Source: an optimization exercise on an open RTL-to-GDS flow (aim: small area, a short achievable clock period and few clock cycles). Production flows keep margins and buffers that such runs may drop.
In this exercise RTL edits were held to simulation tests only and were not proved equivalent to the original.
Power figures rest on the tool's default switching activity, not on a simulated workload.

### flow/flow/run.sh
#!/bin/bash
set -euo pipefail
echo 'export BUFFER_PORTS_ARGS = -buffer_cell sky130_fd_sc_hd__buf_2' >> config.mk
bash standard.sh > standard.log 2>&1
### flow/constraint.sdc
create_clock -name core_clock -period 6.0 [get_ports {i_clk}]
set_input_delay 1.2000 -clock core_clock [delete_from_list [all_inputs] [get_ports {i_clk}]]
set_output_delay 1.2000 -clock core_clock [all_outputs]
set_load 0.01 [all_outputs]
### flow/standard.sh
#!/bin/bash
# synth_recipe.tcl (not shown) runs the flow's synth.tcl, then flattens the netlist and writes it again
# the make line also repeats each setting of config.mk as NAME=value (left out here)
make -C /OpenROAD-flow-scripts/flow DESIGN_CONFIG=/design/flow/config.mk WORK_HOME=/design/flow/orfs CLKGATE_MAP_FILE= SYNTH_SCRIPT=/design/flow/synth_recipe.tcl "${@:-finish}"
### flow/design.v
package drcm_pkg;
    localparam int LUT_ENTRIES = 256;
    localparam int LUT_SPAN    = LUT_ENTRIES - 1;
    localparam int IDX_W       = $clog2(LUT_ENTRIES);
    localparam int STOP_COUNT  = 6;
    localparam int CHAN_W      = 8;
    localparam int DIST_W      = 16;
    localparam int NUM_W       = DIST_W + IDX_W + 1;
    localparam int PIPE_DEPTH  = 2 + IDX_W + 1;
    localparam int CFG_IDX_W   = 1;
    localparam logic [CFG_IDX_W-1:0] CFG_NEAR_MM = 1'b0;
    localparam logic [CFG_IDX_W-1:0] CFG_FAR_MM  = 1'b1;
    localparam logic [DIST_W-1:0] NEAR_MM_RST = 16'd0;
    localparam logic [DIST_W-1:0] FAR_MM_RST  = 16'd10000;
    typedef struct packed {
        logic [CHAN_W-1:0] blue;
        logic [CHAN_W-1:0] green;
        logic [CHAN_W-1:0] red;
    } t_bgr;
    typedef struct packed {
        logic              black;
        logic [NUM_W-1:0]  rem;
        logic [DIST_W-1:0] den;
    } t_div_beat;
    typedef struct packed {
        logic             black;
        logic [IDX_W-1:0] index;
    } t_idx_beat;
endpackage
module drcm_add #(
    parameter int W = 16
) (
    input  logic [W-1:0] i_a,
    input  logic [W-1:0] i_b,
    input  logic         i_ci,
    output logic [W-1:0] o_s,
    output logic         o_co
);
    logic [W-1:0] t;
    logic [W-1:0] g;
    logic [W-1:0] cg;
    logic [W-1:0] cp;
    always_comb begin
        t = i_a | i_b;
        g = i_a & i_b;
        cg = g;
        cp = t;
        cg[0] = g[0] | (t[0] & i_ci);
        for (int l = 0; (1 << l) < W; l++) begin
            logic [W-1:0] ng;
            logic [W-1:0] np;
            ng = cg;
            np = cp;
            for (int i = 0; i < W; i++) begin
                if ((i >> l) & 1) begin
                    ng[i] = cg[i] | (cp[i] & cg[((i >> l) << l) - 1]);
                    np[i] = cp[i] & cp[((i >> l) << l) - 1];
                end
            end
            cg = ng;
            cp = np;
        end
        o_s  = i_a ^ (i_b ^ {cg[W-2:0], i_ci});
        o_co = cg[W-1];
    end
endmodule
module drcm_div_step #(
    parameter int K = 7
) (
    input  logic [15:0] i_den,
    input  logic [23:0] i_rem,
    input  logic [7:0]  i_quo,
    output logic [23:0] o_rem,
    output logic [7:0]  o_quo
);
    logic [16:0] top;
    logic [16:0] dd;
    logic [16:0] dif;
    logic [16:0] bg;
    logic [16:0] bt;
    assign top = i_rem[K+16:K];
    assign dd  = {1'b0, i_den};
    always_comb begin
        bg = ~top & dd;
        bt = ~top | dd;
        for (int l = 0; l < 5; l++) begin
            logic [16:0] ng;
            logic [16:0] nt;
            ng = bg;
            nt = bt;
            for (int i = 0; i < 17; i++) begin
                if ((i >> l) & 1) begin
                    ng[i] = bg[i] | (bt[i] & bg[((i >> l) << l) - 1]);
                    nt[i] = bt[i] & bt[((i >> l) << l) - 1];
                end
            end
            bg = ng;
            bt = nt;
        end
        dif = top ^ (dd ^ {bg[15:0], 1'b0});
        o_rem = i_rem;
        o_quo = i_quo;
        o_quo[K] = !bg[16];
        if (!bg[16]) o_rem[K+16:K] = dif;
    end
endmodule
module drcm_lut
(
    input  logic       i_black,
    input  logic [7:0] i_index,
    output logic [7:0] o_blue,
    output logic [7:0] o_green,
    output logic [7:0] o_red
);
    logic [23:0] pix;
    always_comb begin
        case (i_index)
            8'd0: pix = {8'd255, 8'd0, 8'd0};
            8'd1: pix = {8'd255, 8'd5, 8'd0};
            8'd2: pix = {8'd255, 8'd10, 8'd0};
            8'd3: pix = {8'd255, 8'd15, 8'd0};
            8'd4: pix = {8'd255, 8'd20, 8'd0};
            8'd5: pix = {8'd255, 8'd25, 8'd0};
            8'd6: pix = {8'd255, 8'd30, 8'd0};
            8'd7: pix = {8'd255, 8'd35, 8'd0};
            8'd8: pix = {8'd255, 8'd40, 8'd0};
            8'd9: pix = {8'd255, 8'd45, 8'd0};
            8'd10: pix = {8'd255, 8'd50, 8'd0};
            8'd11: pix = {8'd255, 8'd55, 8'd0};
            8'd12: pix = {8'd255, 8'd60, 8'd0};
            8'd13: pix = {8'd255, 8'd65, 8'd0};
            8'd14: pix = {8'd255, 8'd70, 8'd0};
            8'd15: pix = {8'd255, 8'd75, 8'd0};
            8'd16: pix = {8'd255, 8'd80, 8'd0};
            8'd17: pix = {8'd255, 8'd85, 8'd0};
            8'd18: pix = {8'd255, 8'd90, 8'd0};
            8'd19: pix = {8'd255, 8'd95, 8'd0};
            8'd20: pix = {8'd255, 8'd100, 8'd0};
            8'd21: pix = {8'd255, 8'd105, 8'd0};
            8'd22: pix = {8'd255, 8'd110, 8'd0};
            8'd23: pix = {8'd255, 8'd115, 8'd0};
            8'd24: pix = {8'd255, 8'd120, 8'd0};
            8'd25: pix = {8'd255, 8'd125, 8'd0};
            8'd26: pix = {8'd255, 8'd130, 8'd0};
            8'd27: pix = {8'd255, 8'd135, 8'd0};
            8'd28: pix = {8'd255, 8'd140, 8'd0};
            8'd29: pix = {8'd255, 8'd145, 8'd0};
            8'd30: pix = {8'd255, 8'd150, 8'd0};
            8'd31: pix = {8'd255, 8'd155, 8'd0};
            8'd32: pix = {8'd255, 8'd160, 8'd0};
            8'd33: pix = {8'd255, 8'd165, 8'd0};
            8'd34: pix = {8'd255, 8'd170, 8'd0};
            8'd35: pix = {8'd255, 8'd175, 8'd0};
            8'd36: pix = {8'd255, 8'd180, 8'd0};
            8'd37: pix = {8'd255, 8'd185, 8'd0};
            8'd38: pix = {8'd255, 8'd190, 8'd0};
            8'd39: pix = {8'd255, 8'd195, 8'd0};
            8'd40: pix = {8'd255, 8'd200, 8'd0};
            8'd41: pix = {8'd255, 8'd205, 8'd0};
            8'd42: pix = {8'd255, 8'd210, 8'd0};
            8'd43: pix = {8'd255, 8'd215, 8'd0};
            8'd44: pix = {8'd255, 8'd220, 8'd0};
            8'd45: pix = {8'd255, 8'd225, 8'd0};
            8'd46: pix = {8'd255, 8'd230, 8'd0};
            8'd47: pix = {8'd255, 8'd235, 8'd0};
            8'd48: pix = {8'd255, 8'd240, 8'd0};
            8'd49: pix = {8'd255, 8'd245, 8'd0};
            8'd50: pix = {8'd255, 8'd250, 8'd0};
            8'd51: pix = {8'd255, 8'd255, 8'd0};
            8'd52: pix = {8'd250, 8'd255, 8'd5};
            8'd53: pix = {8'd245, 8'd255, 8'd10};
            8'd54: pix = {8'd240, 8'd255, 8'd15};
            8'd55: pix = {8'd235, 8'd255, 8'd20};
            8'd56: pix = {8'd230, 8'd255, 8'd25};
            8'd57: pix = {8'd225, 8'd255, 8'd30};
            8'd58: pix = {8'd220, 8'd255, 8'd35};
            8'd59: pix = {8'd215, 8'd255, 8'd40};
            8'd60: pix = {8'd210, 8'd255, 8'd45};
            8'd61: pix = {8'd205, 8'd255, 8'd50};
            8'd62: pix = {8'd200, 8'd255, 8'd55};
            8'd63: pix = {8'd195, 8'd255, 8'd60};
            8'd64: pix = {8'd190, 8'd255, 8'd65};
            8'd65: pix = {8'd185, 8'd255, 8'd70};
            8'd66: pix = {8'd180, 8'd255, 8'd75};
            8'd67: pix = {8'd175, 8'd255, 8'd80};
            8'd68: pix = {8'd170, 8'd255, 8'd85};
            8'd69: pix = {8'd165, 8'd255, 8'd90};
            8'd70: pix = {8'd160, 8'd255, 8'd95};
            8'd71: pix = {8'd155, 8'd255, 8'd100};
            8'd72: pix = {8'd150, 8'd255, 8'd105};
            8'd73: pix = {8'd145, 8'd255, 8'd110};
            8'd74: pix = {8'd140, 8'd255, 8'd115};
            8'd75: pix = {8'd135, 8'd255, 8'd120};
            8'd76: pix = {8'd130, 8'd255, 8'd125};
            8'd77: pix = {8'd125, 8'd255, 8'd130};
            8'd78: pix = {8'd120, 8'd255, 8'd135};
            8'd79: pix = {8'd115, 8'd255, 8'd140};
            8'd80: pix = {8'd110, 8'd255, 8'd145};
            8'd81: pix = {8'd105, 8'd255, 8'd150};
            8'd82: pix = {8'd100, 8'd255, 8'd155};
            8'd83: pix = {8'd95, 8'd255, 8'd160};
            8'd84: pix = {8'd90, 8'd255, 8'd165};
            8'd85: pix = {8'd85, 8'd255, 8'd170};
            8'd86: pix = {8'd80, 8'd255, 8'd175};
            8'd87: pix = {8'd75, 8'd255, 8'd180};
            8'd88: pix = {8'd70, 8'd255, 8'd185};
            8'd89: pix = {8'd65, 8'd255, 8'd190};
            8'd90: pix = {8'd60, 8'd255, 8'd195};
            8'd91: pix = {8'd55, 8'd255, 8'd200};
            8'd92: pix = {8'd50, 8'd255, 8'd205};
            8'd93: pix = {8'd45, 8'd255, 8'd210};
            8'd94: pix = {8'd40, 8'd255, 8'd215};
            8'd95: pix = {8'd35, 8'd255, 8'd220};
            8'd96: pix = {8'd30, 8'd255, 8'd225};
            8'd97: pix = {8'd25, 8'd255, 8'd230};
            8'd98: pix = {8'd20, 8'd255, 8'd235};
            8'd99: pix = {8'd15, 8'd255, 8'd240};
            8'd100: pix = {8'd10, 8'd255, 8'd245};
            8'd101: pix = {8'd5, 8'd255, 8'd250};
            8'd102: pix = {8'd0, 8'd255, 8'd255};
            8'd103: pix = {8'd0, 8'd253, 8'd255};
            8'd104: pix = {8'd0, 8'd251, 8'd255};
            8'd105: pix = {8'd0, 8'd249, 8'd255};
            8'd106: pix = {8'd0, 8'd247, 8'd255};
            8'd107: pix = {8'd0, 8'd246, 8'd255};
            8'd108: pix = {8'd0, 8'd244, 8'd255};
            8'd109: pix = {8'd0, 8'd242, 8'd255};
            8'd110: pix = {8'd0, 8'd240, 8'd255};
            8'd111: pix = {8'd0, 8'd239, 8'd255};
            8'd112: pix = {8'd0, 8'd237, 8'd255};
            8'd113: pix = {8'd0, 8'd235, 8'd255};
            8'd114: pix = {8'd0, 8'd233, 8'd255};
            8'd115: pix = {8'd0, 8'd232, 8'd255};
            8'd116: pix = {8'd0, 8'd230, 8'd255};
            8'd117: pix = {8'd0, 8'd228, 8'd255};
            8'd118: pix = {8'd0, 8'd226, 8'd255};
            8'd119: pix = {8'd0, 8'd225, 8'd255};
            8'd120: pix = {8'd0, 8'd223, 8'd255};
            8'd121: pix = {8'd0, 8'd221, 8'd255};
            8'd122: pix = {8'd0, 8'd219, 8'd255};
            8'd123: pix = {8'd0, 8'd217, 8'd255};
            8'd124: pix = {8'd0, 8'd216, 8'd255};
            8'd125: pix = {8'd0, 8'd214, 8'd255};
            8'd126: pix = {8'd0, 8'd212, 8'd255};
            8'd127: pix = {8'd0, 8'd210, 8'd255};
            8'd128: pix = {8'd0, 8'd209, 8'd255};
            8'd129: pix = {8'd0, 8'd207, 8'd255};
            8'd130: pix = {8'd0, 8'd205, 8'd255};
            8'd131: pix = {8'd0, 8'd203, 8'd255};
            8'd132: pix = {8'd0, 8'd202, 8'd255};
            8'd133: pix = {8'd0, 8'd200, 8'd255};
            8'd134: pix = {8'd0, 8'd198, 8'd255};
            8'd135: pix = {8'd0, 8'd196, 8'd255};
            8'd136: pix = {8'd0, 8'd195, 8'd255};
            8'd137: pix = {8'd0, 8'd193, 8'd255};
            8'd138: pix = {8'd0, 8'd191, 8'd255};
            8'd139: pix = {8'd0, 8'd189, 8'd255};
            8'd140: pix = {8'd0, 8'd187, 8'd255};
            8'd141: pix = {8'd0, 8'd186, 8'd255};
            8'd142: pix = {8'd0, 8'd184, 8'd255};
            8'd143: pix = {8'd0, 8'd182, 8'd255};
            8'd144: pix = {8'd0, 8'd180, 8'd255};
            8'd145: pix = {8'd0, 8'd179, 8'd255};
            8'd146: pix = {8'd0, 8'd177, 8'd255};
            8'd147: pix = {8'd0, 8'd175, 8'd255};
            8'd148: pix = {8'd0, 8'd173, 8'd255};
            8'd149: pix = {8'd0, 8'd172, 8'd255};
            8'd150: pix = {8'd0, 8'd170, 8'd255};
            8'd151: pix = {8'd0, 8'd168, 8'd255};
            8'd152: pix = {8'd0, 8'd166, 8'd255};
            8'd153: pix = {8'd0, 8'd165, 8'd255};
            8'd154: pix = {8'd0, 8'd161, 8'd255};
            8'd155: pix = {8'd0, 8'd158, 8'd255};
            8'd156: pix = {8'd0, 8'd155, 8'd255};
            8'd157: pix = {8'd0, 8'd152, 8'd255};
            8'd158: pix = {8'd0, 8'd148, 8'd255};
            8'd159: pix = {8'd0, 8'd145, 8'd255};
            8'd160: pix = {8'd0, 8'd142, 8'd255};
            8'd161: pix = {8'd0, 8'd139, 8'd255};
            8'd162: pix = {8'd0, 8'd135, 8'd255};
            8'd163: pix = {8'd0, 8'd132, 8'd255};
            8'd164: pix = {8'd0, 8'd129, 8'd255};
            8'd165: pix = {8'd0, 8'd126, 8'd255};
            8'd166: pix = {8'd0, 8'd122, 8'd255};
            8'd167: pix = {8'd0, 8'd119, 8'd255};
            8'd168: pix = {8'd0, 8'd116, 8'd255};
            8'd169: pix = {8'd0, 8'd113, 8'd255};
            8'd170: pix = {8'd0, 8'd110, 8'd255};
            8'd171: pix = {8'd0, 8'd106, 8'd255};
            8'd172: pix = {8'd0, 8'd103, 8'd255};
            8'd173: pix = {8'd0, 8'd100, 8'd255};
            8'd174: pix = {8'd0, 8'd97, 8'd255};
            8'd175: pix = {8'd0, 8'd93, 8'd255};
            8'd176: pix = {8'd0, 8'd90, 8'd255};
            8'd177: pix = {8'd0, 8'd87, 8'd255};
            8'd178: pix = {8'd0, 8'd84, 8'd255};
            8'd179: pix = {8'd0, 8'd80, 8'd255};
            8'd180: pix = {8'd0, 8'd77, 8'd255};
            8'd181: pix = {8'd0, 8'd74, 8'd255};
            8'd182: pix = {8'd0, 8'd71, 8'd255};
            8'd183: pix = {8'd0, 8'd67, 8'd255};
            8'd184: pix = {8'd0, 8'd64, 8'd255};
            8'd185: pix = {8'd0, 8'd61, 8'd255};
            8'd186: pix = {8'd0, 8'd58, 8'd255};
            8'd187: pix = {8'd0, 8'd55, 8'd255};
            8'd188: pix = {8'd0, 8'd51, 8'd255};
            8'd189: pix = {8'd0, 8'd48, 8'd255};
            8'd190: pix = {8'd0, 8'd45, 8'd255};
            8'd191: pix = {8'd0, 8'd42, 8'd255};
            8'd192: pix = {8'd0, 8'd38, 8'd255};
            8'd193: pix = {8'd0, 8'd35, 8'd255};
            8'd194: pix = {8'd0, 8'd32, 8'd255};
            8'd195: pix = {8'd0, 8'd29, 8'd255};
            8'd196: pix = {8'd0, 8'd25, 8'd255};
            8'd197: pix = {8'd0, 8'd22, 8'd255};
            8'd198: pix = {8'd0, 8'd19, 8'd255};
            8'd199: pix = {8'd0, 8'd16, 8'd255};
            8'd200: pix = {8'd0, 8'd12, 8'd255};
            8'd201: pix = {8'd0, 8'd9, 8'd255};
            8'd202: pix = {8'd0, 8'd6, 8'd255};
            8'd203: pix = {8'd0, 8'd3, 8'd255};
            8'd204: pix = {8'd0, 8'd0, 8'd255};
            8'd205: pix = {8'd1, 8'd1, 8'd252};
            8'd206: pix = {8'd2, 8'd2, 8'd250};
            8'd207: pix = {8'd3, 8'd3, 8'd247};
            8'd208: pix = {8'd5, 8'd5, 8'd245};
            8'd209: pix = {8'd6, 8'd6, 8'd242};
            8'd210: pix = {8'd7, 8'd7, 8'd240};
            8'd211: pix = {8'd8, 8'd8, 8'd237};
            8'd212: pix = {8'd10, 8'd10, 8'd235};
            8'd213: pix = {8'd11, 8'd11, 8'd232};
            8'd214: pix = {8'd12, 8'd12, 8'd230};
            8'd215: pix = {8'd13, 8'd13, 8'd227};
            8'd216: pix = {8'd15, 8'd15, 8'd225};
            8'd217: pix = {8'd16, 8'd16, 8'd222};
            8'd218: pix = {8'd17, 8'd17, 8'd220};
            8'd219: pix = {8'd18, 8'd18, 8'd217};
            8'd220: pix = {8'd20, 8'd20, 8'd215};
            8'd221: pix = {8'd21, 8'd21, 8'd212};
            8'd222: pix = {8'd22, 8'd22, 8'd210};
            8'd223: pix = {8'd23, 8'd23, 8'd207};
            8'd224: pix = {8'd25, 8'd25, 8'd205};
            8'd225: pix = {8'd26, 8'd26, 8'd202};
            8'd226: pix = {8'd27, 8'd27, 8'd200};
            8'd227: pix = {8'd28, 8'd28, 8'd197};
            8'd228: pix = {8'd30, 8'd30, 8'd195};
            8'd229: pix = {8'd31, 8'd31, 8'd192};
            8'd230: pix = {8'd32, 8'd32, 8'd190};
            8'd231: pix = {8'd33, 8'd33, 8'd187};
            8'd232: pix = {8'd35, 8'd35, 8'd185};
            8'd233: pix = {8'd36, 8'd36, 8'd182};
            8'd234: pix = {8'd37, 8'd37, 8'd180};
            8'd235: pix = {8'd38, 8'd38, 8'd177};
            8'd236: pix = {8'd40, 8'd40, 8'd175};
            8'd237: pix = {8'd41, 8'd41, 8'd172};
            8'd238: pix = {8'd42, 8'd42, 8'd170};
            8'd239: pix = {8'd43, 8'd43, 8'd167};
            8'd240: pix = {8'd45, 8'd45, 8'd165};
            8'd241: pix = {8'd46, 8'd46, 8'd162};
            8'd242: pix = {8'd47, 8'd47, 8'd160};
            8'd243: pix = {8'd48, 8'd48, 8'd157};
            8'd244: pix = {8'd50, 8'd50, 8'd155};
            8'd245: pix = {8'd51, 8'd51, 8'd152};
            8'd246: pix = {8'd52, 8'd52, 8'd150};
            8'd247: pix = {8'd53, 8'd53, 8'd147};
            8'd248: pix = {8'd55, 8'd55, 8'd145};
            8'd249: pix = {8'd56, 8'd56, 8'd142};
            8'd250: pix = {8'd57, 8'd57, 8'd140};
            8'd251: pix = {8'd58, 8'd58, 8'd137};
            8'd252: pix = {8'd60, 8'd60, 8'd135};
            8'd253: pix = {8'd61, 8'd61, 8'd132};
            8'd254: pix = {8'd62, 8'd62, 8'd130};
            8'd255: pix = {8'd64, 8'd64, 8'd128};
            default: pix = 24'd0;
        endcase
    end
    assign {o_blue, o_green, o_red} = i_black ? 24'd0 : pix;
endmodule
module depth_rainbow_colormap_unit
#(
    parameter int DEPTH_BITS = 24
) (
    input  logic                 i_clk,
    input  logic                 i_rst_n,
    input  logic                 i_depth_valid,
    output logic                 o_depth_ready,
    input  logic [DEPTH_BITS-1:0] i_depth,
    output logic                 o_pixel_valid,
    input  logic                 i_pixel_ready,
    output logic [7:0]           o_blue,
    output logic [7:0]           o_green,
    output logic [7:0]           o_red,
    input  logic                 i_cfg_we,
    input  logic [drcm_pkg::CFG_IDX_W-1:0] i_cfg_idx,
    input  logic [drcm_pkg::DIST_W-1:0]    i_cfg_data
);
    localparam logic [10:1] CUTS = 10'b1111111111;
    localparam int NSTEP = 10;
    localparam logic [1:0] C_DIV = 2'd0, C_ZERO = 2'd1, C_FULL = 2'd2, C_BLACK = 2'd3;
    logic [15:0] r_near;
    logic [15:0] r_far;
    logic [15:0] r_den;
    logic        r_ok;
    logic [16:0] den_full;
    always_ff @(posedge i_clk) begin
        if (!i_rst_n) begin
            r_near <= 16'd0;
            r_far  <= 16'd10000;
        end else if (i_cfg_we) begin
            if (i_cfg_idx[0]) r_far  <= i_cfg_data;
            else              r_near <= i_cfg_data;
        end
    end
    logic den_co;
    drcm_add #(.W(16)) u_den (
        .i_a (r_far), .i_b (~r_near), .i_ci (1'b1),
        .o_s (den_full[15:0]), .o_co (den_co)
    );
    assign den_full[16] = !den_co;
    always_ff @(posedge i_clk) begin
        r_den <= den_full[15:0];
        r_ok  <= !den_full[16] && (den_full[15:0] != 16'd0);
    end
    logic en;
    assign en            = !o_pixel_valid || i_pixel_ready;
    assign o_depth_ready = en;
    logic        in_black;
    logic        in_high;
    logic [16:0] in_diff;
    logic        r1_v;
    logic        r1_black;
    logic        r1_high;
    logic        r1_below;
    logic [15:0] r1_diff;
    assign in_black = i_depth[DEPTH_BITS-1] || (i_depth == '0);
    assign in_high  = |i_depth[DEPTH_BITS-2:16];
    logic in_co;
    drcm_add #(.W(16)) u_diff (
        .i_a (i_depth[15:0]), .i_b (~r_near), .i_ci (1'b1),
        .o_s (in_diff[15:0]), .o_co (in_co)
    );
    assign in_diff[16] = !in_co;
    always_ff @(posedge i_clk) begin
        if (!i_rst_n)  r1_v <= 1'b0;
        else if (en)   r1_v <= i_depth_valid;
    end
    always_ff @(posedge i_clk) begin
        if (en) begin
            r1_black <= in_black;
            r1_high  <= in_high;
            r1_below <= in_diff[16] && !in_high;
            r1_diff  <= in_diff[15:0];
        end
    end
    logic [NSTEP:0] s_v;
    logic [1:0]     s_c [0:NSTEP];
    logic [23:0]    s_r [0:NSTEP];
    logic [7:0]     s_q [0:NSTEP];
    logic [23:0]    s_p;
    logic [1:0]     t_c [1:NSTEP];
    logic [23:0]    t_r [1:NSTEP];
    logic [7:0]     t_q [1:NSTEP];
    logic [23:0]    t_p;
    assign s_v[0] = r1_v;
    assign s_c[0] = C_DIV;
    assign s_r[0] = 24'd0;
    assign s_q[0] = 8'd0;
    logic [15:0] ge_s;
    logic        ge_den;
    logic [23:0] n_s;
    logic [23:0] n_c;
    logic        n_co;
    drcm_add #(.W(16)) u_ge (
        .i_a (r1_diff), .i_b (~r_den), .i_ci (1'b1),
        .o_s (ge_s), .o_co (ge_den)
    );
    always_comb begin
        if (r1_black)                      t_c[1] = C_BLACK;
        else if (r1_below || !r_ok)        t_c[1] = C_ZERO;
        else if (r1_high || ge_den)        t_c[1] = C_FULL;
        else                               t_c[1] = C_DIV;
    end
    always_comb begin
        logic [23:0] x;
        logic [23:0] y;
        logic [23:0] z;
        x = {r1_diff, 8'd0};
        y = {8'hFF, ~r1_diff};
        z = {9'd0, r_den[15:1]};
        n_s = x ^ y ^ z;
        n_c = {((x & y) | (x & z) | (y & z)), 1'b0} ;
    end
    drcm_add #(.W(24)) u_num (
        .i_a (n_s), .i_b (n_c), .i_ci (1'b1),
        .o_s (t_r[1]), .o_co (n_co)
    );
    assign t_q[1] = 8'd0;
    logic [7:0] q_raw [2:9];
    for (genvar j = 2; j <= 9; j++) begin : g_step
        drcm_div_step #(.K(9 - j)) u_step (
            .i_den (r_den),
            .i_rem (s_r[j-1]),
            .i_quo (s_q[j-1]),
            .o_rem (t_r[j]),
            .o_quo (q_raw[j])
        );
        if (j < 9) begin : g_mid
            assign t_q[j] = q_raw[j];
            assign t_c[j] = s_c[j-1];
        end else begin : g_last
            always_comb begin
                case (s_c[j-1])
                    C_ZERO:  t_q[j] = 8'd0;
                    C_FULL:  t_q[j] = 8'd255;
                    C_BLACK: t_q[j] = 8'd0;
                    default: t_q[j] = q_raw[j];
                endcase
            end
            assign t_c[j] = (s_c[j-1] == C_BLACK) ? C_BLACK : C_DIV;
        end
    end
    drcm_lut u_lut (
        .i_black (s_c[9] == C_BLACK),
        .i_index (s_q[9]),
        .o_blue  (t_p[23:16]),
        .o_green (t_p[15:8]),
        .o_red   (t_p[7:0])
    );
    assign t_c[10] = 2'd0;
    assign t_r[10] = 24'd0;
    assign t_q[10] = 8'd0;
    for (genvar j = 1; j <= NSTEP; j++) begin : g_link
        if (CUTS[j]) begin : g_reg
            logic rv;
            always_ff @(posedge i_clk) begin
                if (!i_rst_n) rv <= 1'b0;
                else if (en)  rv <= s_v[j-1];
            end
            assign s_v[j] = rv;
            if (j < NSTEP) begin : g_data
                logic [1:0]  rc;
                logic [23:0] rr;
                logic [7:0]  rq;
                always_ff @(posedge i_clk) begin
                    if (en) begin
                        rc <= t_c[j];
                        rr <= t_r[j];
                        rq <= t_q[j];
                    end
                end
                assign s_c[j] = rc;
                assign s_r[j] = rr;
                assign s_q[j] = rq;
            end else begin : g_pix
                logic [23:0] rp;
                always_ff @(posedge i_clk) begin
                    if (en) rp <= t_p;
                end
                assign s_p = rp;
            end
        end else begin : g_wire
            assign s_v[j] = s_v[j-1];
            if (j < NSTEP) begin : g_data
                assign s_c[j] = t_c[j];
                assign s_r[j] = t_r[j];
                assign s_q[j] = t_q[j];
            end else begin : g_pix
                assign s_p = t_p;
            end
        end
    end
    assign o_pixel_valid = s_v[NSTEP];
    assign {o_blue, o_green, o_red} = s_p;
endmodule
### flow/config.mk
export PLATFORM = sky130hd
export DESIGN_NAME = depth_rainbow_colormap_unit
export DESIGN_NICKNAME = depth_rainbow_colormap_unit
export VERILOG_FILES = /design/flow/design.v
export SDC_FILE = /design/flow/constraint.sdc
export NUM_CORES = 4
export LEC_CHECK = 0
export ABC_AREA = 1
export CAP_MARGIN = 20
export CORE_MARGIN = 2
export CORE_UTILIZATION = 60
export CTS_BUF_LIST = sky130_fd_sc_hd__clkbuf_4
export SETUP_SLACK_MARGIN = 2.9
export SLEW_MARGIN = 20
export SYNTH_MEMORY_MAX_BITS = 16384
export BUFFER_PORTS_ARGS = -buffer_cell sky130_fd_sc_hd__buf_2
==> results.sh, run 1 <==
export IMPL_status="timing/DRC/antenna clean"
export IMPL_track_usage_pct=29.5
export IMPL_place_area_mm2=0.0216
export IMPL_drive_above_1_share_pct=9.97
export IMPL_ir_drop_v=0.000250
export IMPL_final_cell_mix="nand2_1 (646), inv_1 (412), nor2_1 (324)"
export IMPL_ys_types=53
export IMPL_period_needed_ps=3070
export IMPL_wl_per_cell_um=16.0
export IMPL_slowest_delay_ps=190
export IMPL_clk_pin_slew_worst_paths_ps=70
export IMPL_dp_hpwl_um=38300
export IMPL_port_buffers=71
export IMPL_async_reset_ff_share_pct=0
export IMPL_fin_area_mm2=0.0229
export IMPL_crit_fanout=12
export IMPL_ys_flop_type="edfxtp_1"
export IMPL_grt_overflow=0
export IMPL_antenna_left=0
export IMPL_grt_max_degree=149
export IMPL_ys_seq_area_share_pct=43.0
export IMPL_clk_insertion_delay_late_ps=800
export IMPL_synth_warnings=45
export IMPL_wl_met3_um=4350
export IMPL_pre_cts_slack_ps=2580
export IMPL_worstSetupPathType="in -> out"
export IMPL_drt_wl_total_um=53800
export IMPL_crit_required_ps=4800
export IMPL_rsz0062_at_grt="false"
export IMPL_drtIter0Drc=1865
export IMPL_totalNegativeSetupSlack_ps=0
export IMPL_coreArea_mm2=0.0345
export IMPL_setup_violations=0
export IMPL_cp_slowest_cell="nor2_4"
export IMPL_worstPathArrival_ps=1870
export IMPL_cts_sinks=320
export IMPL_cts_buffers=85
export IMPL_pwr_density_cell_mw_per_mm2=518
export IMPL_worst_slew_pin_slew_ps=952
export IMPL_die_x_um=191
export IMPL_ys_ff_latch=320
export IMPL_h_tree_depth=3
export IMPL_start_util_pct=60.8
export IMPL_dpl_cell_count=3185
export IMPL_rows=68
export IMPL_met1Wirelength_um=22000
export IMPL_avgSynthCellArea_um2=7.71
export IMPL_num_vias=18800
export IMPL_root_buffer="clkbuf_4"
export IMPL_period_share_pct=51.1
export IMPL_min_path_type="reg -> reg"
export IMPL_drv_cap=0
export IMPL_cp_end_kind="output pin"
export IMPL_via_per_inst=5.59
export IMPL_leakage_uw=0.0111
export IMPL_cpMostUsedCell="buf_2"
export IMPL_first_pass_iters=8
export IMPL_top_layer="met4"
export IMPL_met2_length_um=25900
export IMPL_path_cells="buf_2 > nor2_4 > clkinv_8 > buf_2"
export IMPL_synthesis_nets=2842
export IMPL_final_setup_skew_ps=55.6
export IMPL_netlist_area_mm2=0.0210
export IMPL_fmax_mhz=326
export IMPL_cts_tree="yes"
export IMPL_dieArea_mm2=0.0364
export IMPL_synth_edf_count=260
export IMPL_areaGrowthSynthToFinish_pct=9.47
export IMPL_cp_start_kind="input port"
export IMPL_layout_commonest_cell="nand2_1"
export IMPL_grt_pass1_wl_um=85600
export IMPL_drc=0
export IMPL_die_h_um=191
export IMPL_hold_viol_final=0
export IMPL_antenna_found_initial=1
export IMPL_grt_pass1_vias=18100
export IMPL_fin_cells=3355
export IMPL_syn_inst=2717
export IMPL_place_congestion=0.929
export IMPL_relSlewSlack_pct=36.6
export IMPL_drv_slew=0
export IMPL_cts_buffer_depth=3
export IMPL_layout_nets=2962
export IMPL_setup_ws_ps=2930
export IMPL_ios=72
[cell usage after synthesis, types with 5 or more instances]
cell / number / area [um2]
clkbuf_1: 29 / 109
fa_1: 47 / 941
o21a_1: 5 / 37.5
nand2_2: 7 / 43.8
xor2_1: 35 / 307
a21o_1: 6 / 45.0
inv_1: 415 / 1560
nor2_1: 325 / 1220
ha_1: 32 / 400
nor4_1: 5 / 31.3
xnor2_1: 25 / 219
o21ai_2: 10 / 87.6
o221ai_1: 5 / 43.8
nand3b_1: 17 / 128
buf_2: 14 / 70.1
nand4_1: 30 / 188
buf_4: 5 / 37.5
o21bai_1: 18 / 135
nor3_1: 16 / 80.1
dfxtp_1: 60 / 1200
o211ai_1: 22 / 165
o21ai_0: 242 / 1210
buf_6: 13 / 146
a21boi_0: 10 / 75.1
a21oi_1: 143 / 716
nand3_1: 186 / 931
edfxtp_1: 260 / 7810
a31oi_1: 12 / 75.1
nand2_1: 647 / 2430
inv_2: 9 / 33.8
o22ai_1: 6 / 37.5
o21ai_1: 15 / 75.1
[cells by family (layout without fill, tap and decap cells)]
logic type | Yosys count | count (layout) | share of synthesized area [%]
compound gates | 516 | 517 | 13.9
xor+xnor | 60 | 60 | 2.51
fa+ha+maj | 79 | 79 | 6.40
buf+inv | 495 | 676 | 9.53
flops | 320 | 320 | 43.0
other cells | 0 | 1 | 0
simple gates | 1247 | 1247 | 24.7
[layout make-up]
type	instances	area, um2
Timing Repair Buffer	96	584
Antenna cell	1	2.50
Tap cell	455	569
Multi-Input combinational cell	1903	9990
Clock inverter	17	129
Fill cell	2848	11500
Inverter	429	1630
Clock buffer	132	991
Sequential cell	320	9010
Timing Repair inverter	2	17.5
[metrics by stage]
| step | power, uW | util (%) | hold slack (ps) |
|---|---|---|---|
| after floorplan | 8450 | - | 400 |
| after global placement | 9340 | 62.6 | 401 |
| after detailed placement | 9670 | 62.6 | 405 |
| after CTS | 11700 | 65.9 | 408 |
| after global routing | 12900 | 66.6 | 411 |
| final | 11900 | 66.6 | 399 |
[final timing paths]
| path | slack (ps) | to | from | cells after the start |
|---|---|---|---|---|
| setup / recovery | 2930 | o_depth_ready | i_pixel_ready | 4 |
| hold / removal | 400 | g_link[8].g_reg.g_data.rq[3] | g_link[7].g_reg.g_data.rq[3] | 0 |
| setup reg to reg | 3090 | g_link[1].g_reg.g_data.rr[17] | r_den[12] | 9 |
| hold reg to reg | 400 | g_link[8].g_reg.g_data.rq[3] | g_link[7].g_reg.g_data.rq[3] | 0 |
[worst max-delay path, delay by kind of cell]
kind	cells	cell delay, ps
buffers and inverters	3	450
and+or+nand+nor	1	190
[power by group]
| part | leakage, uW | internal [uW] | switching (uW) |
|---|---|---|---|
| logic | 0.00718 | 2050 | 3710 |
| clock network | 0.000659 | 1080 | 928 |
| registers | 0.00323 | 3630 | 485 |
| total | 0.0111 | 6760 | 5120 |
[state kept, by name, indices dropped and copies added (netlist names)]
name                    cells
r_near                     16
r_den                      16
r1_black                    1
g_link.g_reg.g_data.rr    164
g_link.g_reg.g_data.rc     17
r1_below                    1
r1_v                        1
g_link.g_reg.rv            10
g_link.g_reg.g_pix.rp      24
g_link.g_reg.g_data.rq     36
r1_diff                    16
r_ok                        1
r1_high                     1
r_far                      16
[routing by layer]
metal	up-vias	track usage [%]
met4	0	12.6
met2	756	50.4
li1	9240	-
met3	140	5.80
met1	8630	36.3
met5	-	0
[what timing repair did]
item | in CTS | in global routing
hold buffers | 0 | 0
pin swaps | 2 | 4
resized for setup | 1 | 16
buffers inserted | 1 | 16
cloned | 1 | 2
setup endpoints to repair | 15 | 92
Testbench counts, summed over its fixed seeds: cycles 16,088.
==> run 2: changes to the inputs <==
--- a/flow/config.mk
+++ b/flow/config.mk
@@ -5,7 +5,6 @@
 export SDC_FILE = /design/flow/constraint.sdc
 export NUM_CORES = 4
 export LEC_CHECK = 0
-export ABC_AREA = 1
 export CAP_MARGIN = 20
 export CORE_MARGIN = 2
 export CORE_UTILIZATION = 60
==> results.sh, run 2 <==
export IMPL_fin_area_mm2=0.0257
export IMPL_synth_edf_count=260
export IMPL_fin_cells=2844
export IMPL_synthesis_nets=2201
export IMPL_final_cell_mix="edfxtp_1 (260), nand2_1 (217), xnor2_1 (142)"
export IMPL_async_reset_ff_share_pct=0
export IMPL_cts_tree="yes"
export IMPL_cts_buffers=86
export IMPL_hold_ws_ps=381
export IMPL_ys_types=71
export IMPL_grt_pass1_wl_um=84600
export IMPL_setup_worst_path_start="g_link[8].g_reg.g_data.rr[0]"
export IMPL_slowest_delay_ps=430
export IMPL_setup_violations=0
export IMPL_layout_nets=2456
export IMPL_drtIter0Drc=1539
export IMPL_hold_viol_final=0
export IMPL_worstSetupPathType="reg -> reg"
export IMPL_relSlewSlack_pct=18.7
export IMPL_clk_pin_slew_worst_paths_ps=80
export IMPL_ios=72
export IMPL_avgSynthCellArea_um2=9.67
export IMPL_dieArea_mm2=0.0349
export IMPL_grt_max_degree=193
export IMPL_status="timing/DRC/antenna clean"
export IMPL_period_share_pct=63.9
export IMPL_drc=0
export IMPL_drv_slew=0
export IMPL_fmax_mhz=261
export IMPL_cts_sinks=320
export IMPL_yosys_area_top_type_share_pct=38.9
export IMPL_crit_fanout=1
export IMPL_ir_drop_v=0.000281
export IMPL_rr_worst_depth=11
export IMPL_synth_common_cells="edfxtp_1 (260), nand2_1 (241), nor2_1 (183)"
export IMPL_min_path_type="reg -> reg"
export IMPL_grt_pass1_vias=16800
export IMPL_first_pass_iters=6
export IMPL_clk_insertion_delay_late_ps=800
export IMPL_ys_seq_area_share_pct=44.9
export IMPL_largest_reg_flops=164
export IMPL_coreArea_mm2=0.0328
export IMPL_drv_cap=0
export IMPL_dp_hpwl_um=32700
export IMPL_port_buffers=71
export IMPL_num_vias=17300
export IMPL_antenna_left=0
export IMPL_synth_area_top_cells="edfxtp_1 (39%), xnor2_1 (7.2%), dfxtp_1 (6.0%)"
export IMPL_synth_top_area_cell="edfxtp_1"
export IMPL_cp_start_kind="flop"
export IMPL_rsz0062_at_grt="true"
export IMPL_track_usage_pct=30.4
export IMPL_cts_buffer_depth=3
export IMPL_die_x_um=187
export IMPL_cp_end_kind="flop"
export IMPL_drive_above_1_share_pct=31.4
export IMPL_leakage_uw=0.0100
export IMPL_hold_start="g_link[6].g_reg.g_data.rr[0]"
export IMPL_syn_inst=2076
export IMPL_netlist_area_mm2=0.0201
export IMPL_totalNegativeSetupSlack_ps=0
export IMPL_final_util_pct=78.5
export IMPL_reg_top3="g_link.g_reg.g_data.rr (164), g_link.g_reg.g_data.rq (36), g_link.g_reg.g_pix.rp (24)"
export IMPL_grt_overflow=0
export IMPL_ys_flop_type="edfxtp_1"
export IMPL_place_area_mm2=0.0213
export IMPL_root_buffer="clkbuf_4"
export IMPL_via_per_inst=6.08
export IMPL_start_util_pct=61.2
export IMPL_period_needed_ps=3830
export IMPL_hold_path_depth=0
export IMPL_ys_ff_latch=320
export IMPL_worstPathArrival_ps=4350
export IMPL_fillers=2018
export IMPL_place_congestion=0.913
export IMPL_worst_slew_pin_slew_ps=1220
export IMPL_rows=66
export IMPL_path_cells="nand2b_4 > maj3_2 > maj3_2 > maj3_2 > maj3_2 > maj3_2 > maj3_2 > maj3_2 > maj3_2 > maj3_2 > o21a_1"
export IMPL_final_setup_skew_ps=60.9
export IMPL_top_register="g_link.g_reg.g_data.rr"
export IMPL_r2r_start="g_link[8].g_reg.g_data.rr[0]"
export IMPL_synth_warnings=45
export IMPL_wl_per_cell_um=21.3
export IMPL_h_tree_depth=3
export IMPL_cpMostUsedCell="maj3_2"
export IMPL_rrSetupSlack_ps=2170
export IMPL_synth_most_common_cell="edfxtp_1"
export IMPL_cp_slowest_cell="edfxtp_1"
export IMPL_die_h_um=187
export IMPL_drt_wl_total_um=60500
export IMPL_crit_required_ps=6520
export IMPL_areaGrowthSynthToFinish_pct=28.1
export IMPL_dpl_cell_count=2513
export IMPL_layout_commonest_cell="edfxtp_1"
export IMPL_antenna_found_initial=2
export IMPL_pwr_density_cell_mw_per_mm2=533
## run 2: changes by cell type in the layout (fill, tap and decap cells not counted), moves of 89 or more
cell,previous run,this run
nand2_1,646,217
inv_1,412,137
nor2_1,324,133
nand3_1,186,29
o21ai_0,240,90
xnor2_1,25,142
buf_4,20,109
## run 2: logic make-up (layout without fill, tap and decap cells)
| group | Yosys count | after routing | synth area share (%) |
|---|---|---|---|
| XOR/XNOR | 207 | 207 | 9.03 |
| AND/OR/NAND/NOR | 642 | 642 | 14.6 |
| flip-flops | 320 | 320 | 44.9 |
| AO/OA/AOI/OAI | 471 | 473 | 15.2 |
| multiplexers | 17 | 17 | 0.910 |
| adder cells (fa/ha/maj) | 154 | 154 | 10.5 |
| other | 0 | 4 | 0 |
| buffers and inverters | 265 | 585 | 5.01 |
## run 2: final timing paths
check / end
max: g_link[9].g_reg.g_data.rq[0]
min: g_link[7].g_reg.g_data.rr[0]
max reg2reg: g_link[9].g_reg.g_data.rq[0]
min reg2reg: g_link[7].g_reg.g_data.rr[0]
## run 2: timing repair
| action | CTS | global route |
|---|---|---|
| pin swaps | 104 | 109 |
| setup buffers | 110 | 46 |
| setup endpoints to repair | 160 | 153 |
| cloned | 11 | 5 |
| hold buffers | 0 | 0 |
| resized for setup | 209 | 201 |
## run 2: where the power goes
part | internal, uW | switching (uW) | leakage (uW)
registers | 3550 | 608 | 0.00322
clock network | 1110 | 936 | 0.000691
logic | 3670 | 3830 | 0.00609
total | 8330 | 5380 | 0.0100
## run 2: stage by stage
step / total power (uW) / setup slack [ps]
after global routing: 14400 / 2090
final: 13700 / 2170
after CTS: 12200 / 2220
after global placement: 8490 / 1140
after detailed placement: 8740 / 1080
after floorplan: 7870 / 1530
## run 2: critical path: cells and delay by family, from the launching register on
family / cells / cell delay [ps]
fa+ha+maj: 9 / 2740
flops: 1 / 430
compound gates: 1 / 210
simple gates: 1 / 160
## run 2: final cells by class
| cell class | count | area [um2] | share of cell area (%) |
|---|---|---|---|
| Antenna cell | 4 | 10.0 | 0.0389 |
| Clock buffer | 137 | 1030 | 4.00 |
| Clock inverter | 18 | 121 | 0.472 |
| Inverter | 166 | 688 | 2.68 |
| Multi-Input combinational cell | 1493 | 11900 | 46.2 |
| Sequential cell | 320 | 9050 | 35.2 |
| Tap cell | 442 | 553 | 2.15 |
| Timing Repair Buffer | 261 | 2350 | 9.15 |
| Timing Repair inverter | 3 | 25.0 | 0.0973 |
## run 2: routing by layer
layer | track usage (%) | up-vias | wire length (um)
met1 | 37.4 | 8411 | 22900
met4 | 12.5 | 0 | 2530
met5 | 0 | - | 0
met3 | 6.44 | 202 | 4850
met2 | 52.0 | 838 | 30200
li1 | - | 7847 | -
==> run 3: changes to the inputs <==
--- a/flow/config.mk
+++ b/flow/config.mk
@@ -5,10 +5,12 @@
 export SDC_FILE = /design/flow/constraint.sdc
 export NUM_CORES = 4
 export LEC_CHECK = 0
+export ABC_AREA = 1
 export CAP_MARGIN = 20
 export CORE_MARGIN = 2
 export CORE_UTILIZATION = 60
-export CTS_BUF_LIST = sky130_fd_sc_hd__clkbuf_4
+export CTS_CLUSTER_DIAMETER = 120
+export CTS_CLUSTER_SIZE = 30
 export SETUP_SLACK_MARGIN = 2.9
 export SLEW_MARGIN = 20
 export SYNTH_MEMORY_MAX_BITS = 16384
==> results.sh, run 3 <==
export IMPL_status="timing/DRC/antenna clean"
export IMPL_pwr_density_cell_mw_per_mm2=497
export IMPL_rows=68
export IMPL_clk_insertion_delay_late_ps=540
export IMPL_crit_buf_inv=3
export IMPL_cts_buffer_depth=3
export IMPL_largest_reg_flops=164
export IMPL_totalNegativeSetupSlack_ps=0
export IMPL_top_register="g_link.g_reg.g_data.rr"
export IMPL_synth_edf_count=260
export IMPL_ys_seq_area_share_pct=43.0
export IMPL_period_needed_ps=3070
export IMPL_antenna_found_initial=0
export IMPL_wl_per_cell_um=16.2
export IMPL_cp_slowest_cell="nor2_4"
export IMPL_yosys_area_top_type_share_pct=37.3
export IMPL_crit_required_ps=4800
export IMPL_leakage_uw=0.0106
export IMPL_ys_ff_latch=320
export IMPL_die_h_um=191
export IMPL_synthesis_nets=2842
export IMPL_track_usage_pct=28.5
export IMPL_areaGrowthSynthToFinish_pct=6.21
export IMPL_dieArea_mm2=0.0364
export IMPL_final_setup_skew_ps=47.2
export IMPL_synth_area_top_cells="edfxtp_1 (37%), nand2_1 (12%), inv_1 (7.4%)"
export IMPL_pre_cts_slack_ps=2580
export IMPL_cp_end_kind="output pin"
export IMPL_ys_flop_type="edfxtp_1"
export IMPL_setup_violations=0
export IMPL_reg_top3="g_link.g_reg.g_data.rr (164), g_link.g_reg.g_data.rq (36), g_link.g_reg.g_pix.rp (24)"
export IMPL_cts_tree="yes"
export IMPL_start_util_pct=60.8
export IMPL_port_buffers=71
export IMPL_cpMostUsedCell="buf_2"
export IMPL_ys_types=53
export IMPL_rsz0062_at_grt="false"
export IMPL_place_congestion=0.929
export IMPL_synth_common_cells="nand2_1 (647), inv_1 (415), nor2_1 (325)"
export IMPL_coreArea_mm2=0.0345
export IMPL_worstPathArrival_ps=1870
export IMPL_fmax_mhz=326
export IMPL_via_per_inst=5.64
export IMPL_worstSetupPathType="in -> out"
export IMPL_ios=72
export IMPL_synth_warnings=45
export IMPL_grt_overflow=0
export IMPL_ctsHoldBuffers=0
export IMPL_layout_nets=2891
export IMPL_drive_above_1_share_pct=6.16
export IMPL_h_tree_depth=1
export IMPL_cts_sinks=320
export IMPL_layout_commonest_cell="nand2_1"
export IMPL_cp_start_kind="input port"
export IMPL_drv_cap=0
export IMPL_die_x_um=191
export IMPL_grt_max_degree=149
export IMPL_worst_slew_pin_slew_ps=957
export IMPL_synth_top_area_cell="edfxtp_1"
export IMPL_cp_top_family="buffers and inverters"
export IMPL_final_cell_mix="nand2_1 (646), inv_1 (412), nor2_1 (324)"
export IMPL_period_share_pct=51.2
export IMPL_drt_wl_total_um=52400
export IMPL_path_cells="buf_2 > nor2_4 > clkinv_8 > buf_2"
export IMPL_first_pass_iters=6
export IMPL_antenna_left=0
export IMPL_cts_buffers=15
export IMPL_drtIter0Drc=1716
export IMPL_synth_most_common_cell="nand2_1"
export IMPL_root_buffer="clkbuf_16"
export IMPL_antenna_cells=0
export IMPL_fin_area_mm2=0.0223
export IMPL_syn_inst=2717
export IMPL_clk_pin_slew_worst_paths_ps=110
export IMPL_num_vias=18200
export IMPL_grt_pass1_wl_um=83700
export IMPL_fillers=2924
export IMPL_grt_pass1_vias=17500
export IMPL_hold_viol_final=0
export IMPL_final_util_pct=64.6
export IMPL_async_reset_ff_share_pct=0
export IMPL_avgSynthCellArea_um2=7.71
export IMPL_drv_slew=0
export IMPL_min_path_type="reg -> reg"
export IMPL_crit_fanout=12
export IMPL_slowest_delay_ps=200
export IMPL_dp_hpwl_um=38300
export IMPL_netlist_area_mm2=0.0210
export IMPL_ir_drop_v=0.000291
export IMPL_relSlewSlack_pct=36.2
export IMPL_place_area_mm2=0.0216
export IMPL_setup_ws_ps=2930
export IMPL_drc=0
-- run 3: cell types whose count changed after synthesis, moves of 35 or more --
cell,previous run,this run
xnor2_1,166,25
nor2b_1,49,0
nand3_1,29,186
a21boi_0,45,10
nand2_1,241,647
inv_1,160,415
o21ai_0,127,242
maj3_1,66,0
nand2b_1,55,0
clkbuf_1,75,29
a21oi_1,104,143
nor2_1,183,325
-- run 3: cell families (layout without fill, tap and decap cells) --
family          Yosys count  in the layout  synth area share [%]
compound gates          516            517                  13.9
xor+xnor                 60             60                  2.51
fa+ha+maj                79             79                  6.40
buf+inv                 495            552                  9.53
flops                   320            320                  43.0
simple gates           1247           1247                  24.7
-- run 3: path summary, 6_finish.rpt --
path / start / cells past startpoint / end / slack, ps
worst max-delay path: i_pixel_ready / 4 / o_depth_ready / 2930
worst min-delay path: g_link[7].g_reg.g_data.rc[0] / 0 / g_link[8].g_reg.g_data.rc[0] / 420
worst max register to register: r_den[12] / 9 / g_link[1].g_reg.g_data.rr[17] / 3070
worst min register to register: g_link[7].g_reg.g_data.rc[0] / 0 / g_link[8].g_reg.g_data.rc[0] / 420
-- run 3: layout make-up --
type | count | area, um2 | area share [%]
clock buffer | 21 | 398 | 1.79
clock inverter | 5 | 61.3 | 0.276
inverter | 429 | 1630 | 7.34
multi-input combinational | 1903 | 9990 | 44.9
sequential | 320 | 9010 | 40.5
tap | 455 | 569 | 2.56
timing repair buffer | 95 | 564 | 2.54
timing repair inverter | 2 | 17.5 | 0.0787
-- run 3: what timing repair did --
item,4_1_cts,5_1_grt
setup buffers,1,15
gates resized for setup,1,16
endpoints found under the setup margin,17,93
pin swaps,2,3
endpoints found under the hold margin,0,0
gates cloned,1,2
-- run 3: power by group --
group	internal [uW]	switching, uW	leakage (uW)
logic	2030	3700	0.00717
clock network	492	731	0.000220
registers	3620	485	0.00323
total	6140	4920	0.0106
-- run 3: metrics by stage --
step | hold WS [ps] | cells | power, uW
final | 423 | 3230 | 11100
after global placement | 401 | 3185 | 9340
after detailed placement | 405 | 3185 | 9670
after floorplan | 400 | 2717 | 8450
after global routing | 428 | 3230 | 12100
after CTS | 422 | 3213 | 10900
-- run 3: routing by layer --
| metal | wire, um | global-route usage (%) | up-vias | part of all wire (%) |
|---|---|---|---|---|
| met1 | 22200 | 36.8 | 8484 | 42 |
| met2 | 25800 | 50.7 | 635 | 49 |
| met3 | 3360 | 3.29 | 96 | 6.4 |
| met4 | 1090 | 7.22 | 0 | 2.1 |
| li1 | - | - | 9009 | - |
| met5 | 0 | 0 | - | 0 |
==> run 4: changes to the inputs <==
--- a/flow/config.mk
+++ b/flow/config.mk
@@ -9,8 +9,6 @@
 export CAP_MARGIN = 20
 export CORE_MARGIN = 2
 export CORE_UTILIZATION = 60
-export CTS_CLUSTER_DIAMETER = 120
-export CTS_CLUSTER_SIZE = 30
 export SETUP_SLACK_MARGIN = 2.9
 export SLEW_MARGIN = 20
 export SYNTH_MEMORY_MAX_BITS = 16384
==> results.sh, run 4 <==
export IMPL_areaGrowthSynthToFinish_pct=9.46
export IMPL_drc=0
export IMPL_worst_slew_pin_slew_ps=962
export IMPL_cts_tree="yes"
export IMPL_via_per_inst=5.66
export IMPL_synth_edf_count=260
export IMPL_coreArea_mm2=0.0345
export IMPL_ys_types=53
export IMPL_reg_top3="g_link.g_reg.g_data.rr (164), g_link.g_reg.g_data.rq (36), g_link.g_reg.g_pix.rp (24)"
export IMPL_final_cell_mix="nand2_1 (646), inv_1 (412), nor2_1 (324)"
export IMPL_fin_area_mm2=0.0229
export IMPL_drt_wl_total_um=53700
export IMPL_grt_pass1_vias=17700
export IMPL_synth_warnings=45
export IMPL_drv_cap=0
export IMPL_root_buffer="clkbuf_16"
export IMPL_h_tree_depth=2
export IMPL_die_x_um=191
export IMPL_antenna_found_initial=0
export IMPL_cts_sinks=320
export IMPL_cp_start_kind="input port"
export IMPL_layout_nets=2910
export IMPL_rows=68
export IMPL_rsz0062_at_grt="false"
export IMPL_ys_seq_area_share_pct=43.0
export IMPL_port_buffers=71
export IMPL_leakage_uw=0.0109
export IMPL_grt_overflow=0
export IMPL_netlist_area_mm2=0.0210
export IMPL_crit_fanout=12
export IMPL_place_congestion=0.929
export IMPL_drive_above_1_share_pct=7.15
export IMPL_ys_flop_type="edfxtp_1"
export IMPL_fillers=2784
export IMPL_die_h_um=191
export IMPL_num_vias=18500
export IMPL_first_pass_iters=6
export IMPL_antenna_cells=0
export IMPL_dieArea_mm2=0.0364
export IMPL_yosys_area_top_type_share_pct=37.3
export IMPL_drtIter0Drc=1731
export IMPL_start_util_pct=60.8
export IMPL_grt_pass1_wl_um=85400
export IMPL_top_register="g_link.g_reg.g_data.rr"
export IMPL_cp_end_kind="output pin"
export IMPL_synth_top_area_cell="edfxtp_1"
export IMPL_final_setup_skew_ps=17.1
export IMPL_pwr_density_cell_mw_per_mm2=525
export IMPL_worstPathArrival_ps=1870
export IMPL_fmax_mhz=325
export IMPL_p_total_uw=12000
export IMPL_largest_reg_flops=164
export IMPL_pre_cts_slack_ps=2580
export IMPL_synthesis_nets=2842
export IMPL_grt_max_degree=149
export IMPL_ys_ff_latch=320
export IMPL_status="timing/DRC/antenna clean"
export IMPL_totalNegativeSetupSlack_ps=0
export IMPL_antenna_left=0
export IMPL_ios=72
export IMPL_hold_ws_ps=417
export IMPL_synth_common_cells="nand2_1 (647), inv_1 (415), nor2_1 (325)"
export IMPL_synth_most_common_cell="nand2_1"
export IMPL_avgSynthCellArea_um2=7.71
export IMPL_min_path_type="reg -> reg"
export IMPL_drv_slew=0
export IMPL_period_share_pct=51.2
export IMPL_relSlewSlack_pct=35.9
export IMPL_ir_drop_v=0.000295
export IMPL_async_reset_ff_share_pct=0
export IMPL_dp_hpwl_um=38300
export IMPL_hold_viol_final=0
export IMPL_layout_commonest_cell="nand2_1"
export IMPL_track_usage_pct=29.3
export IMPL_period_needed_ps=3070
export IMPL_syn_inst=2717
export IMPL_cts_buffer_depth=3
export IMPL_worstSetupPathType="in -> out"
export IMPL_synth_area_top_cells="edfxtp_1 (37%), nand2_1 (12%), inv_1 (7.4%)"
export IMPL_clk_insertion_delay_late_ps=540
export IMPL_setup_ws_ps=2930
export IMPL_place_area_mm2=0.0216
export IMPL_setup_violations=0
export IMPL_wl_per_cell_um=16.4
export IMPL_clk_pin_slew_worst_paths_ps=60
export IMPL_crit_required_ps=4800
export IMPL_cts_buffers=37
[run 4: changes by cell type in the layout (fill, tap and decap cells not counted), moves of 2 or more]
cell | previous run | this run
clkinv_2 | 2 | 6
inv_6 | 4 | 2
clkbuf_16 | 15 | 39
clkinv_1 | 3 | 9
clkinvlp_4 | 2 | 5
buf_4 | 20 | 16
[run 4: power breakdown]
part	leakage (uW)	internal (uW)	switching (uW)	total (uW)
clock	0.000558	1260	905	2160
sequential	0.00323	3630	488	4120
combinational	0.00715	2030	3730	5760
total	0.0109	6920	5120	12000
[run 4: path summary, 6_finish.rpt]
path                                start                             to  slack [ps]  depth (start not counted)
max                         i_pixel_ready                  o_depth_ready        2930                          4
max reg2reg                     r_den[12]  g_link[1].g_reg.g_data.rr[17]        3080                          9
min reg2reg  g_link[3].g_reg.g_data.rc[0]   g_link[4].g_reg.g_data.rc[0]         420                          0
min          g_link[3].g_reg.g_data.rc[0]   g_link[4].g_reg.g_data.rc[0]         420                          0
[run 4: stage by stage]
step | std cells | util [%]
2_1_floorplan | 2717 | -
3_3_place_gp | 3185 | 62.6
3_5_place_dp | 3185 | 62.6
4_1_cts | 3252 | 66.0
5_1_grt | 3266 | 66.6
6_report | 3266 | 66.6
[run 4: repair_timing]
| item | 4_1_cts | 5_1_grt |
|---|---|---|
| resized for setup | 1 | 17 |
| hold buffers | 0 | 0 |
| hold endpoints to repair | 0 | 0 |
| setup buffers | 1 | 12 |
| setup endpoints to repair | 16 | 92 |
| pin swaps | 2 | 3 |
| cloned | 1 | 2 |
[run 4: critical path, cell delays in order]
cell      delay [ps]
buf_2            110
nor2_4           190
clkinv_8         170
buf_2            180
[run 4: layout make-up]
type                    instances  area, um2  area share [%]
flip-flops and latches        320       9020            39.3
repair buffers                 92        552            2.41
clock buffers                  49       1030            4.51
well taps                     455        569            2.48
clock inverters                16        116           0.507
multi-input cells            1903       9990            43.6
repair inverters                2       17.5          0.0764
inverters                     429       1630            7.13
[run 4: kinds of logic (layout without fill, tap and decap cells)]
kind of cell | Yosys count | count (layout) | synth area share (%)
AND/OR/NAND/NOR | 1247 | 1247 | 24.7
AO/OA/AOI/OAI | 516 | 517 | 13.9
buffers and inverters | 495 | 588 | 9.53
flip-flops | 320 | 320 | 43.0
adder cells (fa/ha/maj) | 79 | 79 | 6.40
XOR/XNOR | 60 | 60 | 2.51
[run 4: per-layer routing]
metal  wire length, um  up-vias  global-route usage, %
li1                  -     9077                      -
met1             22000     8542                   37.2
met2             25900      716                   50.9
met3              4130      142                   4.55
met4              1610        0                   10.0
met5                 0        -                      0
==> run 5: changes to the inputs <==
--- a/flow/config.mk
+++ b/flow/config.mk
@@ -9,7 +9,7 @@
 export CAP_MARGIN = 20
 export CORE_MARGIN = 2
 export CORE_UTILIZATION = 60
-export SETUP_SLACK_MARGIN = 2.9
+export SETUP_SLACK_MARGIN = 3.1
 export SLEW_MARGIN = 20
 export SYNTH_MEMORY_MAX_BITS = 16384
 export BUFFER_PORTS_ARGS = -buffer_cell sky130_fd_sc_hd__buf_2
==> results.sh, run 5 <==
export IMPL_setup_violations=0
export IMPL_die_h_um=191
export IMPL_relSlewSlack_pct=35.7
export IMPL_drtIter0Drc=1565
export IMPL_period_needed_ps=2890
export IMPL_drc=0
export IMPL_ios=72
export IMPL_slowest_delay_ps=220
export IMPL_reg_top3="g_link.g_reg.g_data.rr (164), g_link.g_reg.g_data.rq (36), g_link.g_reg.g_pix.rp (24)"
export IMPL_path_cells="buf_6 > nor2_4 > inv_16 > buf_6"
export IMPL_worst_slew_pin_slew_ps=964
export IMPL_clk_insertion_delay_late_ps=570
export IMPL_root_buffer="clkbuf_16"
export IMPL_antenna_left=0
export IMPL_cp_slowest_cell="nor2_4"
export IMPL_layout_commonest_cell="nand2_1"
export IMPL_syn_inst=2717
export IMPL_synth_area_top_cells="edfxtp_1 (37%), nand2_1 (12%), inv_1 (7.4%)"
export IMPL_num_vias=18500
export IMPL_final_setup_skew_ps=24.5
export IMPL_track_usage_pct=29.7
export IMPL_ctsHoldBuffers=0
export IMPL_netlist_area_mm2=0.0210
export IMPL_worstPathArrival_ps=1690
export IMPL_leakage_uw=0.0112
export IMPL_synthesis_nets=2842
export IMPL_grt_overflow=0
export IMPL_synth_top_area_cell="edfxtp_1"
export IMPL_yosys_area_top_type_share_pct=37.3
export IMPL_synth_warnings=45
export IMPL_antenna_found_initial=0
export IMPL_ys_ff_latch=320
export IMPL_clk_pin_slew_worst_paths_ps=60
export IMPL_fillers=2730
export IMPL_cpMostUsedCell="buf_6"
export IMPL_ir_drop_v=0.000340
export IMPL_wl_per_cell_um=16.3
export IMPL_top_register="g_link.g_reg.g_data.rr"
export IMPL_synth_common_cells="nand2_1 (647), inv_1 (415), nor2_1 (325)"
export IMPL_ys_seq_area_share_pct=43.0
export IMPL_crit_buf_inv=3
export IMPL_drive_above_1_share_pct=9.41
export IMPL_min_path_type="reg -> reg"
export IMPL_cp_start_kind="input port"
export IMPL_dp_hpwl_um=38300
export IMPL_avgSynthCellArea_um2=7.71
export IMPL_areaGrowthSynthToFinish_pct=11.6
export IMPL_first_pass_iters=5
export IMPL_antenna_cells=0
export IMPL_cts_buffers=38
export IMPL_async_reset_ff_share_pct=0
export IMPL_rows=68
export IMPL_worstSetupPathType="in -> out"
export IMPL_fmax_mhz=346
export IMPL_crit_fanout=2
export IMPL_rsz0062_at_grt="true"
export IMPL_grt_pass1_wl_um=85800
export IMPL_place_congestion=0.923
export IMPL_die_x_um=191
export IMPL_synth_edf_count=260
export IMPL_cp_top_family="buffers and inverters"
export IMPL_cp_end_kind="output pin"
export IMPL_layout_nets=2945
export IMPL_port_buffers=71
export IMPL_grt_max_degree=78
export IMPL_final_cell_mix="nand2_1 (643), inv_1 (404), nor2_1 (324)"
export IMPL_start_util_pct=60.8
export IMPL_period_share_pct=48.1
export IMPL_cts_buffer_depth=3
export IMPL_dieArea_mm2=0.0364
export IMPL_hold_viol_final=0
export IMPL_totalNegativeSetupSlack_ps=0
export IMPL_ys_flop_type="edfxtp_1"
export IMPL_synth_most_common_cell="nand2_1"
export IMPL_status="timing/DRC/antenna clean"
export IMPL_drt_wl_total_um=53800
export IMPL_via_per_inst=5.61
export IMPL_cts_tree="yes"
export IMPL_fin_cells=3303
export IMPL_dpl_cell_count=3187
export IMPL_coreArea_mm2=0.0345
export IMPL_ys_types=53
export IMPL_drv_cap=0
export IMPL_grt_pass1_vias=18000
export IMPL_crit_required_ps=4800
export IMPL_largest_reg_flops=164
export IMPL_cts_sinks=320
export IMPL_h_tree_depth=2
export IMPL_hold_ws_ps=413
export IMPL_pwr_density_cell_mw_per_mm2=528
export IMPL_final_util_pct=67.9
export IMPL_drv_slew=0
-- run 5: worst reg2reg max path, delay by kind of cell (launching register included) --
family / cells / cell delay, ps
flops: 1 / 780
buf+inv: 1 / 470
compound gates: 2 / 470
simple gates: 3 / 890
-- run 5: repair_timing --
action / 4_1_cts / 5_1_grt
pin swaps: 3 / 20
gates cloned: 4 / 0
setup endpoints to repair: 77 / 100
gates resized for setup: 17 / 45
buffers inserted: 11 / 33
-- run 5: final cells by class --
| type | instances | area, um2 | share of cell area, % |
|---|---|---|---|
| Clock buffer | 47 | 1030 | 4.39 |
| Clock inverter | 21 | 211 | 0.904 |
| Inverter | 429 | 1660 | 7.09 |
| Multi-Input combinational cell | 1903 | 10100 | 43.1 |
| Timing Repair Buffer | 125 | 783 | 3.35 |
| Timing Repair inverter | 3 | 26.3 | 0.112 |
| Tap cell | 455 | 569 | 2.43 |
| Sequential cell | 320 | 9030 | 38.6 |
-- run 5: path summary, 6_finish.rpt --
path	startpoint	end	slack (ps)	depth (start not counted)
worst max-delay path	i_pixel_ready	o_depth_ready	3110	4
worst min-delay path	g_link[4].g_reg.g_data.rr[3]	g_link[5].g_reg.g_data.rr[3]	410	0
worst min register to register	g_link[4].g_reg.g_data.rr[3]	g_link[5].g_reg.g_data.rr[3]	410	0
worst max register to register	g_link[9].g_reg.g_data.rq[5]	g_link[10].g_reg.g_pix.rp[16]	3160	6
-- run 5: logic make-up (layout without fill, tap and decap cells) --
kind of cell / count (synthesis) / in the layout / share of synthesized area (%)
simple gates: 1247 / 1247 / 24.7
compound gates: 516 / 517 / 13.9
buf+inv: 495 / 625 / 9.53
flops: 320 / 320 / 43.0
fa+ha+maj: 79 / 79 / 6.40
xor+xnor: 60 / 60 / 2.51
-- run 5: through the flow --
stage | setup WS, ps | power, uW | area, um2
4_1_cts | 3050 | 12100 | 23000
3_3_place_gp | 2630 | 9330 | 21600
6_report | 3110 | 12400 | 23400
3_5_place_dp | 2620 | 9670 | 21600
2_1_floorplan | 2780 | 8450 | 21000
5_1_grt | 3020 | 13400 | 23400
-- run 5: routing by layer --
layer  wire length, um  vias up  share of wire (%)  track usage [%]
met5                 0        -                  0                0
met4              1650        0                3.1             11.4
met3              3580      143                6.7             5.15
met2             26300      621                 49             52.4
met1             22300     8598                 41             36.1
li1                  -     9167                  -                -
-- run 5: power breakdown --
part	internal (uW)	switching (uW)
clock	1360	960
combinational	2160	3770
sequential	3630	480
total	7140	5210

-- re-timing with driven ports --
The results above use ideal ports. As a check the final layouts listed here were re-extracted and re-timed, cells and wires unchanged.
Step 1 (the two cells are an assumption about what drives the block):
set clk [get_ports {i_clk}]
set_driving_cell -lib_cell sky130_fd_sc_hd__clkbuf_16 $clk
set_driving_cell -lib_cell sky130_fd_sc_hd__buf_2 [delete_from_list [all_inputs] $clk]
Step 2 adds t to the input delays and takes it off the output delays; t is the mean of the earliest and latest rising clock arrival at the registers after step 1. Input paths then give back, and output paths get back, about the clock's delay inside the block.
a / b / c = ideal ports / drivers / drivers and shift; a / b = the first two.
run | t (ns) | setup slack, ns | worst setup path at the end | worst data-port slew with drivers (ns)
run 1 | 0.821 | 2.932 / 2.914 / 2.595 | input to register | 0.03
run 2 | 0.825 | 2.167 / 2.162 / 1.337 | input to register | 0.06
run 3 | 0.566 | 2.928 / 2.910 / 2.619 | input to register | 0.03
run 4 | 0.581 | 2.927 / 2.909 / 2.618 | input to register | 0.03
run 5 | 0.612 | 3.114 / 3.083 / 2.622 | input to register | 0.04
After both steps setup and hold are still met in every run listed. For run 2, which loses most, drivers alone change the setup slack by -0.005 ns; drivers and shift together by -0.830 ns.
